From an optimization exercise on the open Yosys and OpenROAD flow, aimed at small area, a short achievable clock period and few clock cycles per item; shortcuts taken in it are not production practice.
Function was checked by simulation only, so behaviour that the tests miss may differ from the original.
Power figures rest on the tool's default switching activity, not on a simulated workload.

// http_request_stream_parser
module http_request_stream_parser (
    input  logic          i_clk,
    input  logic          i_rst_n,
    input  logic          in_valid,
    output logic          in_ready,
    input  logic [7:0]    in_byte,
    input  logic          in_restart,
    output logic          out_valid,
    input  logic          out_ready,
    output logic [7:0]    out_byte,
    output logic          out_data_valid,
    output logic [2:0]    field_kind,
    output logic          field_end,
    output logic          drop_line,
    output logic          request_done,
    output logic          parse_error,
    output logic [23:0]   body_length,
    output logic          out_last,
    input  logic          i_cfg_we,
    input  logic [23:0]   i_cfg_data
);
clock: 7.5 ns
lec_check: 0
cap_margin: 20
core_margin: 2
core_utilization: 40
setup_slack_margin: 4.0
slew_margin: 20
standard.sh (not shown) runs the stock make flow with config.mk's settings and CLKGATE_MAP_FILE= SYNTH_SCRIPT=/design/flow/synth_recipe.tcl, a recipe that flattens the netlist after the stock synthesis.
==> flow/flow/run.sh <==
#!/bin/bash
# The standard layout, with the combinational logic of the standard synthesis
# re-mapped by ABC (flow/resyn.tcl, flow/resyn.abc) before floorplanning. Every
# flip-flop of the standard synthesis is kept as it is: same instance, name and cell.
set -euo pipefail
R=orfs/results/sky130hd/http_request_stream_parser/base
bash standard.sh synth > std_synth.log 2>&1
cp "$R/1_2_yosys.v" "$R/1_2_yosys_standard.v"
YOSYS=$(command -v yosys || echo /OpenROAD-flow-scripts/tools/install/yosys/bin/yosys)
[ -x "$YOSYS" ] || YOSYS="$FLOW_HOME/../tools/install/yosys/bin/yosys"
export RS_LIB="$FLOW_HOME/platforms/sky130hd/lib/sky130_fd_sc_hd__tt_025C_1v80.lib"
export RS_IN="$R/1_2_yosys_standard.v"
export RS_OUT="$PWD/resyn_out.v"
export RS_ABC="$PWD/flow/resyn.abc"
export RS_DONTUSE="$(sed -n '/DONT_USE_CELLS +=/,/^#/p' "$FLOW_HOME/platforms/sky130hd/config.mk" | grep -oE 'sky130_fd_sc_hd__[A-Za-z0-9_]+' | tr '\n' ' ')"
"$YOSYS" -c flow/resyn.tcl > resyn.log 2>&1
cp "$RS_OUT" "$R/1_2_yosys.v"
rm -f "$R/1_synth.odb" "$R/1_synth.sdc"
bash standard.sh > std_finish.log 2>&1
==> flow/flow/resyn.abc <==
strash
balance; resub -K 6 -l; rewrite -l; resub -K 6 -N 2 -l; refactor -l; resub -K 8 -l; balance -l; resub -K 8 -N 2 -l; rewrite -l; resub -K 10 -l; rewrite -z -l; resub -K 10 -N 2 -l; balance -l; resub -K 12 -l; refactor -z -l; resub -K 12 -N 2 -l; rewrite -z -l; balance -l
dch -f
map
topo
buffer -p
upsize
dnsize
==> flow/flow/resyn.tcl <==
# Re-map the combinational logic of a mapped netlist with ABC, keeping every flip-flop
# instance (name, cell type and connections) exactly as it is.
# env: RS_LIB RS_IN RS_OUT RS_ABC RS_DONTUSE
yosys -import
set lib $::env(RS_LIB)
read_liberty -ignore_miss_func $lib
read_verilog $::env(RS_IN)
hierarchy -top http_request_stream_parser
# Sequential cells stay as instances; everything else is inlined and re-mapped.
setattr -mod -set keep_hierarchy 1 sky130_fd_sc_hd__*df* sky130_fd_sc_hd__conb_*
flatten
opt_clean -purge
opt -purge
set dont {}
foreach c [split $::env(RS_DONTUSE) " "] { if {$c ne ""} { lappend dont -dont_use $c } }
abc -liberty $lib {*}$dont -script $::env(RS_ABC)
opt_clean -purge
setundef -zero
hilomap -singleton -hicell sky130_fd_sc_hd__conb_1 HI -locell sky130_fd_sc_hd__conb_1 LO
insbuf -buf sky130_fd_sc_hd__buf_4 A X
opt_clean -purge
yosys rename -hide w:*.*
delete sky130_fd_sc_hd__*
tee -o $::env(RS_OUT).stat stat -liberty $lib
write_verilog -noattr -nohex -nodec $::env(RS_OUT)
The baseline went through all stages and came out clean.
Testbench counts at the start, summed over its fixed seeds: cycles 43,451, bytes 43,435.
==> next run, changes <==
--- a/flow/flow/run.sh
+++ b/flow/flow/run.sh
@@ -1,6 +1,9 @@
 #!/bin/bash
-# The standard layout, with the combinational logic of the standard synthesis
-# re-mapped by ABC (flow/resyn.tcl, flow/resyn.abc) before floorplanning. Every
-# flip-flop of the standard synthesis is kept as it is: same instance, name and cell.
+# The standard layout, with these changes:
+#  - the combinational logic of the standard synthesis is re-mapped by ABC
+#    (flow/resyn.tcl, flow/resyn.abc) before floorplanning; every flip-flop of the
+#    standard synthesis is kept as it is (same instance, name and cell);
+#  - every port still gets its own buffer, but a plain buf_1 instead of a delay buffer;
+#  - clock tree: clkbuf_8 buffers, no dummy loads.
 set -euo pipefail
 R=orfs/results/sky130hd/http_request_stream_parser/base
@@ -17,3 +20,6 @@
 cp "$RS_OUT" "$R/1_2_yosys.v"
 rm -f "$R/1_synth.odb" "$R/1_synth.sdc"
-bash standard.sh > std_finish.log 2>&1
+bash standard.sh \
+  "BUFFER_PORTS_ARGS=-buffer_cell sky130_fd_sc_hd__buf_1" \
+  "CTS_ARGS=-sink_clustering_enable -repair_clock_nets -buf_list sky130_fd_sc_hd__clkbuf_8 -dont_use_dummy_load" \
+  finish > std_finish.log 2>&1
CORE_UTILIZATION = 50   (was 40)
SETUP_SLACK_MARGIN = 4.5   (was 4.0)
TNS_END_PERCENT = 0   (was unset)
After rerunning: The new run completed with no timing, DRC or antenna violations; global-route usage is higher by 5.7 points; setup slack gets better by 0.19 ns; fmax is higher by about 6%; combinational power is lower by about 4%; wire length is lower by about 1.5%; first-iteration DRC count is higher by 13%; via count is higher by about 2%; cell count is lower by 2.8%; power is lower by 19%.
==> next run, changes <==
TNS_END_PERCENT = unset   (was 0)
Outcome: The new run finished with timing, DRC and antenna clean. Die area is unchanged. Critical path depth came out higher by 1. Clock-buffer cell count stays the same. Cell area came out higher by 9.3%. Wire length came out higher by 3.3%. Setup slack is better by 0.015 ns. Sequential share of layout area came out lower by 2.9 points. Global-route usage came out lower by 0.83 points. Cell count came out higher by 3.5%. Power came out higher by 3.1%. Register-to-register slack is better by 0.03 ns.
==> next run, changes <==
--- a/flow/flow/run.sh
+++ b/flow/flow/run.sh
@@ -5,5 +5,6 @@
 #    standard synthesis is kept as it is (same instance, name and cell);
 #  - every port still gets its own buffer, but a plain buf_1 instead of a delay buffer;
-#  - clock tree: clkbuf_8 buffers, no dummy loads.
+#  - clock tree: clkbuf_8 buffers under a clkbuf_16 root, clusters of up to 30 sinks,
+#    no dummy loads.
 set -euo pipefail
 R=orfs/results/sky130hd/http_request_stream_parser/base
@@ -22,4 +23,4 @@
 bash standard.sh \
   "BUFFER_PORTS_ARGS=-buffer_cell sky130_fd_sc_hd__buf_1" \
-  "CTS_ARGS=-sink_clustering_enable -repair_clock_nets -buf_list sky130_fd_sc_hd__clkbuf_8 -dont_use_dummy_load" \
+  "CTS_ARGS=-sink_clustering_enable -repair_clock_nets -buf_list sky130_fd_sc_hd__clkbuf_8 -root_buf sky130_fd_sc_hd__clkbuf_16 -dont_use_dummy_load -sink_clustering_size 30 -sink_clustering_max_diameter 100" \
   finish > std_finish.log 2>&1
TNS_END_PERCENT = 0   (was unset)
=>
- via count falls by 2.6%
- clock-buffer cell count is unchanged
- setup slack is better by 0.060 ns
- wire length drops by 1.9%
- utilization drops by 4.5 points

what the ideal ports hide:
Ports are ideal in the flow. The routed layouts listed here were re-timed in OpenROAD.
Step 1 sets driving cells, clkbuf_16 on the clock port and buf_2 on the other inputs (assumed; they add their load-dependent delay and slew).
Step 2 adds t to the input delays and takes it off the output delays; t is the mean of the earliest and latest rising clock arrival at the registers after step 1. Input paths then give back, and output paths get back, about the clock's delay inside the block.
Three values: no drivers, after step 1, after step 2; two values: the first two.
| run | t, ns | slack for setup (ns) | worst setup path at the end | latest minus earliest clock arrival (ns) | worst slew at a driven data input, ns |
|---|---|---|---|---|---|
| the first run | 0.476 | 4.036 / 3.988 / 3.760 | input to register | 0.012 / 0.013 | 0.06 |
| the second run | 0.503 | 4.227 / 4.183 / 3.981 | input to register | 0.040 / 0.040 | 0.04 |
| the third run | 0.519 | 4.242 / 4.199 / 4.074 | input to register | 0.042 / 0.042 | 0.03 |
| the fourth run | 0.428 | 4.302 / 4.253 / 4.049 | input to register | 0.042 / 0.043 | 0.05 |
After both steps every run listed still meets setup and hold. For the first run, which loses most, drivers alone change the setup slack by -0.048 ns; drivers and shift together by -0.276 ns.
